Background: an optimization exercise with open tools, aiming at small area, a short achievable clock period and few clock cycles per item. Do not read the settings as production practice.
Only simulation tests tie the RTL to the original design; equivalence was not proved.
No activity file was given, so power comes from the tool's default toggle rates.

## oqke_top
module oqke_top (
    input  logic        clk,
    input  logic        rst_n,
    input  logic        start,
    output logic        busy,
    input  logic [2:0]  req_op,
    input  logic [31:0] req_key,
    input  logic [31:0] req_new_value,
    output logic [1:0]  res_status,
    output logic [31:0] res_element,
    output logic        res_last,
    output logic [4:0]  res_entries_held,
    output logic        done
);
Size in the first run: ~3300 cells after synthesis, ~700 flip-flops.
clock: 5.0 ns
lec_check: 0
cap_margin: 5
core_margin: 2
core_utilization: 55
cts_cluster_diameter: 70
cts_cluster_size: 24
gpl_routability_driven: 0
place_density: 0.7
setup_slack_margin: 2.85
slew_margin: 5
tns_end_percent: 0
standard.sh (not shown) runs the stock make flow with config.mk's settings and CLKGATE_MAP_FILE= SYNTH_SCRIPT=/design/flow/synth_recipe.tcl, a recipe that flattens the netlist after the stock synthesis.
==> flow/flow/run.sh <==
#!/bin/bash
set -o pipefail
export BUFFER_PORTS_ARGS="-buffer_cell sky130_fd_sc_hd__buf_2"
bash standard.sh > standard.log 2>&1
The starting point produced a clean layout.
Testbench counts at the start, summed over its fixed seeds: cycles 8,870, requests 4,800.
==> next run, changes <==
Settings changed: ABC_AREA set to 1, CAP_MARGIN 5 to 20, GPL_ROUTABILITY_DRIVEN 0 to not set, SLEW_MARGIN 5 to 20.
Global-route usage went down by 0.70 points.
Cell area rises by 11%.
Setup slack improves by 0.0046 ns.
Clock-buffer cell count goes up by 6.
Register-to-register slack hardly moves.
Sequential share of layout area decreases by 3.9 points.
Via count rises by 29%.
First-iteration DRC count climbs by 16%.
Die area came out higher by 15%.
Power goes down by 30%.
Core utilization fell by 2.1 points.
==> next run, changes <==
Settings changed: ABC_AREA 1 to not set.
Synthesized area came out lower by 13%.
Total power came out higher by 43%.
Critical path depth came out lower by 6.
Register-to-register slack hardly moves.
Sequential share of layout area came out higher by 4.0 points.
Worst setup slack got worse by 0.0089 ns.
Combinational power came out higher by 74%.
Final area came out lower by 10%.
Hold slack hardly moves.

The RTL this note starts from:
==> flow/design.v <==
package oqke_pkg;
    localparam logic [2:0] OP_INSERT  = 3'd0;
    localparam logic [2:0] OP_SEARCH  = 3'd1;
    localparam logic [2:0] OP_MODIFY  = 3'd2;
    localparam logic [2:0] OP_DELETE  = 3'd3;
    localparam logic [2:0] OP_DISPLAY = 3'd4;
    localparam logic [1:0] ST_OK      = 2'd0;
    localparam logic [1:0] ST_MISSING = 2'd1;
    localparam logic [1:0] ST_EMPTY   = 2'd2;
    localparam logic [1:0] ST_FULL    = 2'd3;
    typedef struct packed {
        logic [2:0]         op;
        logic signed [31:0] key;
        logic signed [31:0] new_value;
    } request_t;
    typedef struct packed {
        logic [1:0]         status;
        logic signed [31:0] element;
        logic               last;
        logic [4:0]         entries_held;
    } result_t;
    typedef struct packed {
        logic capture;      
        logic write_tail;   
        logic write_first;  
        logic shift;        
        logic rotate;       
    } cell_cmd_t;
endpackage
module oqke_cell (
    input  logic               clk,
    input  logic               we,       
    input  logic               sh,       
    input  logic signed [31:0] wdata,
    input  logic signed [31:0] nbr,
    input  logic signed [31:0] cmp_key,
    input  logic               eq_w,     
    input  logic               eq_nbr,   
    input  logic               held,     
    output logic signed [31:0] entry,
    output logic               eq,       
    output logic               hit       
);
    logic hold;
    assign hold = !(we || sh);
    assign eq   = held && (entry == cmp_key);
    always_ff @(posedge clk)
    begin
        entry <= ({32{we}} & wdata) | ({32{sh}} & nbr) | ({32{hold}} & entry);
        hit   <= (we & eq_w) | (sh & eq_nbr) | (hold & eq);
    end
endmodule
module oqke_ctrl #(
    parameter int DEPTH = 16,
    parameter int CW    = 5
) (
    input  logic                  clk,
    input  logic                  rst_n,
    input  logic                  start,
    output logic                  busy,
    input  oqke_pkg::request_t    request,
    output oqke_pkg::result_t     result,
    output logic                  done,
    input  logic [DEPTH-1:0]      hit_reg,
    output logic [DEPTH-1:0]      held,
    input  logic signed [31:0]    head,
    output logic [DEPTH-1:0]      we,
    output logic [DEPTH-1:0]      sh,
    output logic signed [31:0]    key,
    output logic signed [31:0]    wdata,
    input  logic                  eq_head,
    output logic                  eq_w
);
    logic               va_r;
    logic [2:0]         opa_r;
    logic signed [31:0] keya_r;
    logic signed [31:0] nva_r;
    logic               vb_r;
    logic [2:0]         opb_r;
    logic signed [31:0] wdb_r;
    logic               insb_r, modb_r, delb_r, dispb_r;
    logic               eqx_r;       
    logic [CW-1:0]      count_r, count_next;
    logic [DEPTH-1:0]   hm_r, hm_next;       
    logic               disp_r;
    logic [CW-1:0]      dleft_r;
    logic               busy_r;
    logic               done_r;
    oqke_pkg::result_t  result_r, result_next;
    logic [DEPTH-1:0]   tail, lasth, hit, after, first;
    logic               any_hit, empty, full;
    logic               is_ins, is_mod, is_del, is_disp, is_other;
    logic               rot;
    logic [CW-1:0]      cur_rem;
    logic               take;
    assign take = start && !busy_r;
    assign held  = hm_r;
    assign tail  = ~hm_r & {hm_r[DEPTH-2:0], 1'b1};
    assign lasth = hm_r & ~{1'b0, hm_r[DEPTH-1:1]};
    assign hit     = hit_reg;
    assign any_hit = |hit;
    always_comb
    begin
        for (int i = 0; i < DEPTH; i++)
            after[i] = |(hit & DEPTH'((32'd1 << (i + 1)) - 32'd1));
    end
    assign first = hit & ~(after << 1);
    assign empty    = !hm_r[0];
    assign full     = hm_r[DEPTH-1];
    assign is_ins   = insb_r;
    assign is_mod   = modb_r;
    assign is_del   = delb_r;
    assign is_disp  = dispb_r;
    assign is_other = opb_r > oqke_pkg::OP_DISPLAY;
    assign rot     = (is_disp && !empty) || disp_r;
    assign cur_rem = disp_r ? dleft_r : count_r;
    assign wdata = rot ? head : wdb_r;
    assign key   = keya_r;
    assign eq_w  = rot ? eq_head : eqx_r;
    always_comb
    begin
        for (int i = 0; i < DEPTH; i++)
        begin
            we[i] = (is_ins && !full && tail[i]) || (is_mod && first[i]) || (rot && lasth[i]);
            sh[i] = (is_del && after[i]) || (rot && held[i] && !lasth[i]);
        end
    end
    always_comb
    begin
        count_next = count_r;
        hm_next    = hm_r;
        if (is_ins && !full)
        begin
            count_next = count_r + CW'(1);
            hm_next    = {hm_r[DEPTH-2:0], 1'b1};
        end
        else if (is_del && any_hit)
        begin
            count_next = count_r - CW'(1);
            hm_next    = {1'b0, hm_r[DEPTH-1:1]};
        end
    end
    always_comb
    begin
        result_next.element      = '0;
        result_next.last         = 1'b1;
        result_next.entries_held = 5'(count_next);
        if (opb_r == oqke_pkg::OP_INSERT)
            result_next.status = full ? oqke_pkg::ST_FULL : oqke_pkg::ST_OK;
        else if (is_other)
            result_next.status = oqke_pkg::ST_OK;
        else if (empty)
            result_next.status = oqke_pkg::ST_EMPTY;
        else if (!any_hit && opb_r != oqke_pkg::OP_DISPLAY)
            result_next.status = oqke_pkg::ST_MISSING;
        else
            result_next.status = oqke_pkg::ST_OK;
        if (rot)
        begin
            result_next.status  = oqke_pkg::ST_OK;
            result_next.element = head;
            result_next.last    = (cur_rem == CW'(1));
        end
    end
    always_ff @(posedge clk or negedge rst_n)
    begin
        if (!rst_n)
        begin
            va_r    <= 1'b0;
            vb_r    <= 1'b0;
            insb_r  <= 1'b0;
            modb_r  <= 1'b0;
            delb_r  <= 1'b0;
            dispb_r <= 1'b0;
            count_r <= '0;
            hm_r    <= '0;
            disp_r  <= 1'b0;
            busy_r  <= 1'b0;
            done_r  <= 1'b0;
        end
        else
        begin
            va_r    <= take;
            vb_r    <= va_r;
            insb_r  <= va_r && (opa_r == oqke_pkg::OP_INSERT);
            modb_r  <= va_r && (opa_r == oqke_pkg::OP_MODIFY);
            delb_r  <= va_r && (opa_r == oqke_pkg::OP_DELETE);
            dispb_r <= va_r && (opa_r == oqke_pkg::OP_DISPLAY);
            count_r <= count_next;
            hm_r    <= hm_next;
            disp_r  <= rot && (cur_rem != CW'(1));
            busy_r  <= (take && request.op == oqke_pkg::OP_DISPLAY)
                    || (va_r && opa_r == oqke_pkg::OP_DISPLAY && hm_next[2])
                    || (rot && cur_rem >= CW'(4));
            done_r  <= vb_r || disp_r;
        end
    end
    always_ff @(posedge clk)
    begin
        opa_r    <= request.op;
        keya_r   <= request.key;
        nva_r    <= request.new_value;
        opb_r    <= opa_r;
        wdb_r    <= (opa_r == oqke_pkg::OP_INSERT) ? keya_r : nva_r;
        eqx_r    <= (request.key == ((opa_r == oqke_pkg::OP_INSERT) ? keya_r : nva_r));
        dleft_r  <= cur_rem - CW'(1);
        result_r <= result_next;
    end
    assign busy   = busy_r;
    assign done   = done_r;
    assign result = result_r;
endmodule
module ordered_queue_with_key_edit #(
    parameter int DEPTH = 16
) (
    input  logic                clk,
    input  logic                rst_n,
    input  logic                start,
    output logic                busy,
    input  oqke_pkg::request_t  request,
    output oqke_pkg::result_t   result,
    output logic                done
);
    localparam int CW = $clog2(DEPTH + 1);
    logic [DEPTH-1:0]   eq, hit, we, sh, held;
    logic signed [31:0] key, wdata;
    logic               eq_w;
    logic signed [31:0] entry [DEPTH];
    oqke_ctrl #(
        .DEPTH (DEPTH),
        .CW    (CW)
    ) u_ctrl (
        .clk     (clk),
        .rst_n   (rst_n),
        .start   (start),
        .busy    (busy),
        .request (request),
        .result  (result),
        .done    (done),
        .hit_reg (hit),
        .held    (held),
        .head    (entry[0]),
        .we      (we),
        .sh      (sh),
        .key     (key),
        .wdata   (wdata),
        .eq_head (eq[0]),
        .eq_w    (eq_w)
    );
    for (genvar i = 0; i < DEPTH; i++)
    begin : g_cell
        localparam int N = (i == DEPTH - 1) ? i : i + 1;
        oqke_cell u_cell (
            .clk     (clk),
            .we      (we[i]),
            .sh      (sh[i]),
            .wdata   (wdata),
            .nbr     (entry[N]),
            .cmp_key (key),
            .eq_w    (eq_w),
            .eq_nbr  ((i == DEPTH - 1) ? 1'b0 : eq[N]),
            .held    (held[i]),
            .entry   (entry[i]),
            .eq      (eq[i]),
            .hit     (hit[i])
        );
    end
endmodule
module oqke_top (
    input  logic        clk,
    input  logic        rst_n,
    input  logic        start,
    output logic        busy,
    input  logic [2:0]  req_op,
    input  logic [31:0] req_key,
    input  logic [31:0] req_new_value,
    output logic [1:0]  res_status,
    output logic [31:0] res_element,
    output logic        res_last,
    output logic [4:0]  res_entries_held,
    output logic        done
);
    oqke_pkg::request_t request;
    oqke_pkg::result_t  result;
    assign request.op        = req_op;
    assign request.key       = req_key;
    assign request.new_value = req_new_value;
    ordered_queue_with_key_edit #(
        .DEPTH (16)
    ) u_queue (
        .clk     (clk),
        .rst_n   (rst_n),
        .start   (start),
        .busy    (busy),
        .request (request),
        .result  (result),
        .done    (done)
    );
    assign res_status       = result.status;
    assign res_element      = result.element;
    assign res_last         = result.last;
    assign res_entries_held = result.entries_held;
endmodule
clock: 5.0 ns
lec_check: 0
cap_margin: 20
core_margin: 2
core_utilization: 55
cts_cluster_diameter: 70
cts_cluster_size: 24
place_density: 0.7
setup_slack_margin: 2.5
slew_margin: 20
tns_end_percent: 30
run.sh (not shown) runs the stock make flow with config.mk's settings and CLKGATE_MAP_FILE= SYNTH_SCRIPT=/design/flow/synth_recipe.tcl, a recipe that flattens the netlist after the stock synthesis.
Stock flow here: none of the scripts above is used.
Testbench counts at the start, summed over its fixed seeds: cycles 8,870, requests 4,800.
Rerun with:
Settings changed: CORE_UTILIZATION 55 to 70, CTS_CLUSTER_DIAMETER 70 to 80, CTS_CLUSTER_SIZE 24 to 30, PLACE_DENSITY 0.7 to 0.8, SETUP_SLACK_MARGIN 2.5 to 2.8, TNS_END_PERCENT 30 to unset.
=> The new run stopped in 5_1_grt, error GRT-0232; area after synthesis does not change; synthesized cell count does not change.
Rerun with:
==> flow/flow/run.sh (new file) <==
#!/bin/bash
set -o pipefail
export BUFFER_PORTS_ARGS="-buffer_cell sky130_fd_sc_hd__buf_2"
bash standard.sh > standard.log 2>&1
==> flow/standard.sh (new file) <==
#!/bin/bash
# synth_recipe.tcl (not shown) runs the flow's synth.tcl, then flattens the netlist and writes it again
# the make line also repeats each setting of config.mk as NAME=value (left out here)
make -C /OpenROAD-flow-scripts/flow DESIGN_CONFIG=/design/flow/config.mk WORK_HOME=/design/flow/orfs CLKGATE_MAP_FILE= SYNTH_SCRIPT=/design/flow/synth_recipe.tcl "${@:-finish}"
Settings changed: CORE_UTILIZATION 70 to 55, CTS_BUF_LIST set to sky130_fd_sc_hd__clkbuf_8 sky130_fd_sc_hd__clkbuf_16, CTS_CLUSTER_DIAMETER 80 to 60, CTS_CLUSTER_SIZE 30 to 16, PLACE_DENSITY 0.8 to 0.7, SETUP_SLACK_MARGIN 2.8 to 2.65, TNS_END_PERCENT set to 10.
removed: flow/run.sh
=>
- The changed run passed the timing, DRC and antenna checks
- synthesized cell count does not change
- area after synthesis does not change
Rerun with:
==> flow/run.sh (new file) <==
#!/bin/bash
# synth_recipe.tcl (not shown) runs the flow's synth.tcl, then flattens the netlist and writes it again
# the make line also repeats each setting of config.mk as NAME=value (left out here)
make -C /OpenROAD-flow-scripts/flow DESIGN_CONFIG=/design/flow/config.mk WORK_HOME=/design/flow/orfs CLKGATE_MAP_FILE= SYNTH_SCRIPT=/design/flow/synth_recipe.tcl finish
Settings changed: CORE_UTILIZATION 55 to 65, CTS_BUF_LIST sky130_fd_sc_hd__clkbuf_8 sky130_fd_sc_hd__clkbuf_16 to unset, CTS_CLUSTER_DIAMETER 60 to 80, CTS_CLUSTER_SIZE 16 to 30, PLACE_DENSITY 0.7 to 0.75, SETUP_SLACK_MARGIN 2.65 to 2.8, TNS_END_PERCENT 10 to unset.
removed: flow/flow/run.sh
removed: flow/standard.sh
After rerunning: Now the flow ended with an error in 5_1_grt with GRT-0232; synthesized cell count does not change; area after synthesis stays the same.

Setup of wip/juniper:
Starts from the design.v that is shown in full above.
clock: 5.0 ns
lec_check: 0
cap_margin: 20
core_margin: 2
core_utilization: 55
cts_cluster_diameter: 70
cts_cluster_size: 24
place_density: 0.7
setup_slack_margin: 2.65
slew_margin: 20
tns_end_percent: 10
standard.sh (not shown) runs the stock make flow with config.mk's settings and CLKGATE_MAP_FILE= SYNTH_SCRIPT=/design/flow/synth_recipe.tcl, a recipe that flattens the netlist after the stock synthesis.
==> flow/flow/run.sh <==
#!/bin/bash
set -o pipefail
export BUFFER_PORTS_ARGS="-buffer_cell sky130_fd_sc_hd__buf_2"
bash standard.sh > standard.log 2>&1
wip/juniper completed; timing, DRC and antenna clean
Testbench counts of wip/juniper, summed over its fixed seeds: cycles 8,870, requests 4,800.
Modified inputs, wip/umber compared to wip/juniper
Settings: TNS_END_PERCENT now 5, was 10; SETUP_SLACK_MARGIN now 2.2, was 2.65.
==> flow/run.sh (new file) <==
#!/bin/bash
# synth_recipe.tcl (not shown) runs the flow's synth.tcl, then flattens the netlist and writes it again
# the make line also repeats each setting of config.mk as NAME=value (left out here)
make -C /OpenROAD-flow-scripts/flow DESIGN_CONFIG=/design/flow/config.mk WORK_HOME=/design/flow/orfs CLKGATE_MAP_FILE= SYNTH_SCRIPT=/design/flow/synth_recipe.tcl finish
removed: flow/flow/run.sh
removed: flow/standard.sh
## What came out
- Summary of wip/umber over wip/juniper: number of global-route vias before repair lower; worst-margin pin slew went up; final setup slack of the worst path -0.49 ns.
- Summary of wip/umber over wip/juniper: worst path required time rose by 0.05 ns; synthesis-to-finish area growth decreased 3.5 points.
- u_queue.g_cell[8].u_cell.hit as the beginning of the critical path was reported by wip/juniper, and u_queue.u_ctrl.keya_r[19] by wip/umber.
- Worst hold slack: wip/umber vs wip/juniper up 0.011 ns
Edits applied to the flow inputs when going from wip/umber to wip/fjord:
Settings: changing SETUP_SLACK_MARGIN from 2.2 to 2.65; changing TNS_END_PERCENT from 5 to 10; changing CORE_UTILIZATION from 55 to 62; changing PLACE_DENSITY from 0.7 to 0.75.
==> flow/flow/run.sh (new file) <==
#!/bin/bash
set -o pipefail
export BUFFER_PORTS_ARGS="-buffer_cell sky130_fd_sc_hd__buf_2"
bash standard.sh > standard.log 2>&1
==> flow/standard.sh (new file) <==
#!/bin/bash
# synth_recipe.tcl (not shown) runs the flow's synth.tcl, then flattens the netlist and writes it again
# the make line also repeats each setting of config.mk as NAME=value (left out here)
make -C /OpenROAD-flow-scripts/flow DESIGN_CONFIG=/design/flow/config.mk WORK_HOME=/design/flow/orfs CLKGATE_MAP_FILE= SYNTH_SCRIPT=/design/flow/synth_recipe.tcl "${@:-finish}"
removed: flow/run.sh
Notes after the runs:
- Compared wip/umber against wip/fjord; count of maximum capacitance violations within noise.
- wip/fjord: sequential logic power about 0.9% below wip/umber
- Area used by multi-input combinational logic was higher in wip/fjord than in wip/umber.
- Summary: with wip/umber as the reference, clock-buffer cell count in wip/fjord moved down by a little under 10%.
- The endpoint of the worst setup timing path comes out u_queue.u_ctrl.eqx_r in one run and u_queue.g_cell[4].u_cell.hit in the other, namely in wip/fjord and wip/umber respectively.
- Die area delta for wip/fjord relative to wip/umber: about 11% lower
Inputs modified between wip/fjord and wip/pepper:
Settings: GPL_TIMING_DRIVEN now 0, previously not set; PLACE_DENSITY now 0.7, was 0.75; CORE_UTILIZATION now 55, was 62.
Notes after the runs:
Re overall global routing resource usage: wip/fjord and wip/pepper aren't equal, and the higher value belongs to wip/pepper.
Uppermost metal layer occupied by signal nets: met4 -> wip/fjord, met5 -> wip/pepper
wip/pepper vs wip/fjord — non-clock buffer total of the final layout climbed by more than a quarter
There was hardly any difference in post-synthesis xor/xnor area fraction between wip/pepper and wip/fjord.
Worst setup slack ends up lower on wip/pepper.
Summary of wip/pepper over wip/fjord: buffer count from post-CTS setup fixing went up; clock power went up.
> inputs changed (wip/pepper -> wip/willow)
Settings: SETUP_SLACK_MARGIN now 2.8, was 2.65; CTS_CLUSTER_DIAMETER now 80, was 70; GPL_TIMING_DRIVEN no longer set, was 0; CTS_CLUSTER_SIZE now 30, was 24.
==> flow/run.sh (new file) <==
#!/bin/bash
# synth_recipe.tcl (not shown) runs the flow's synth.tcl, then flattens the netlist and writes it again
# the make line also repeats each setting of config.mk as NAME=value (left out here)
make -C /OpenROAD-flow-scripts/flow DESIGN_CONFIG=/design/flow/config.mk WORK_HOME=/design/flow/orfs CLKGATE_MAP_FILE= SYNTH_SCRIPT=/design/flow/synth_recipe.tcl finish
removed: flow/flow/run.sh
removed: flow/standard.sh
==> summary.txt <==
- Power per cell area was lower in the run labelled wip/willow.
- Compared with wip/pepper, in wip/willow pin count of the biggest net entering global routing saw an increase; initial antenna violation count has decreased.

-- separate check: timing with driven ports --
In the flow no input, the clock included, has a driving cell. The finished layouts below were timed again as built, in two steps. Step 1: set_driving_cell puts a clkbuf_16 on clk and a buf_2 on each other input, an assumption about the parent block. Step 2 also shifts input and output timing later by t, the mid clock arrival at the registers, as if the neighbouring blocks saw the same clock. a / b / c = no drivers / after step 1 / after step 2; a / b = the first two.
run	t, ns	slack for setup (ns)	latest minus earliest clock arrival (ns)	worst register clock-pin slew, ns	cell pins on the clock port's net
the first run of note 1	0.674	2.644 / 2.644 / 2.075	0.026 / 0.026	0.10 / 0.10	1
the second run of note 1	0.702	2.649 / 2.601 / 2.649	0.036 / 0.036	0.10 / 0.10	1
the third run of note 1	0.675	2.640 / 2.640 / 2.065	0.045 / 0.044	0.10 / 0.10	1
the first run of note 2	0.675	2.287 / 2.287 / 1.735	0.027 / 0.027	0.10 / 0.10	1
the third run of note 2	0.711	2.405 / 2.405 / 2.321	0.027 / 0.028	0.08 / 0.08	1
wip/juniper	0.672	2.426 / 2.426 / 2.356	0.041 / 0.040	0.10 / 0.10	1
wip/umber	0.674	1.936 / 1.936 / 1.846	0.028 / 0.028	0.10 / 0.10	1
wip/fjord	0.673	2.393 / 2.393 / 2.237	0.025 / 0.025	0.10 / 0.10	1
wip/pepper	0.692	2.008 / 2.008 / 2.008	0.034 / 0.034	0.10 / 0.10	1
wip/willow	0.674	2.423 / 2.423 / 1.926	0.041 / 0.041	0.12 / 0.12	1
After both steps setup and hold are still met in every run listed. For the third run of note 1, which loses most, drivers alone change the setup slack by 0.000 ns; drivers and shift together by -0.575 ns.
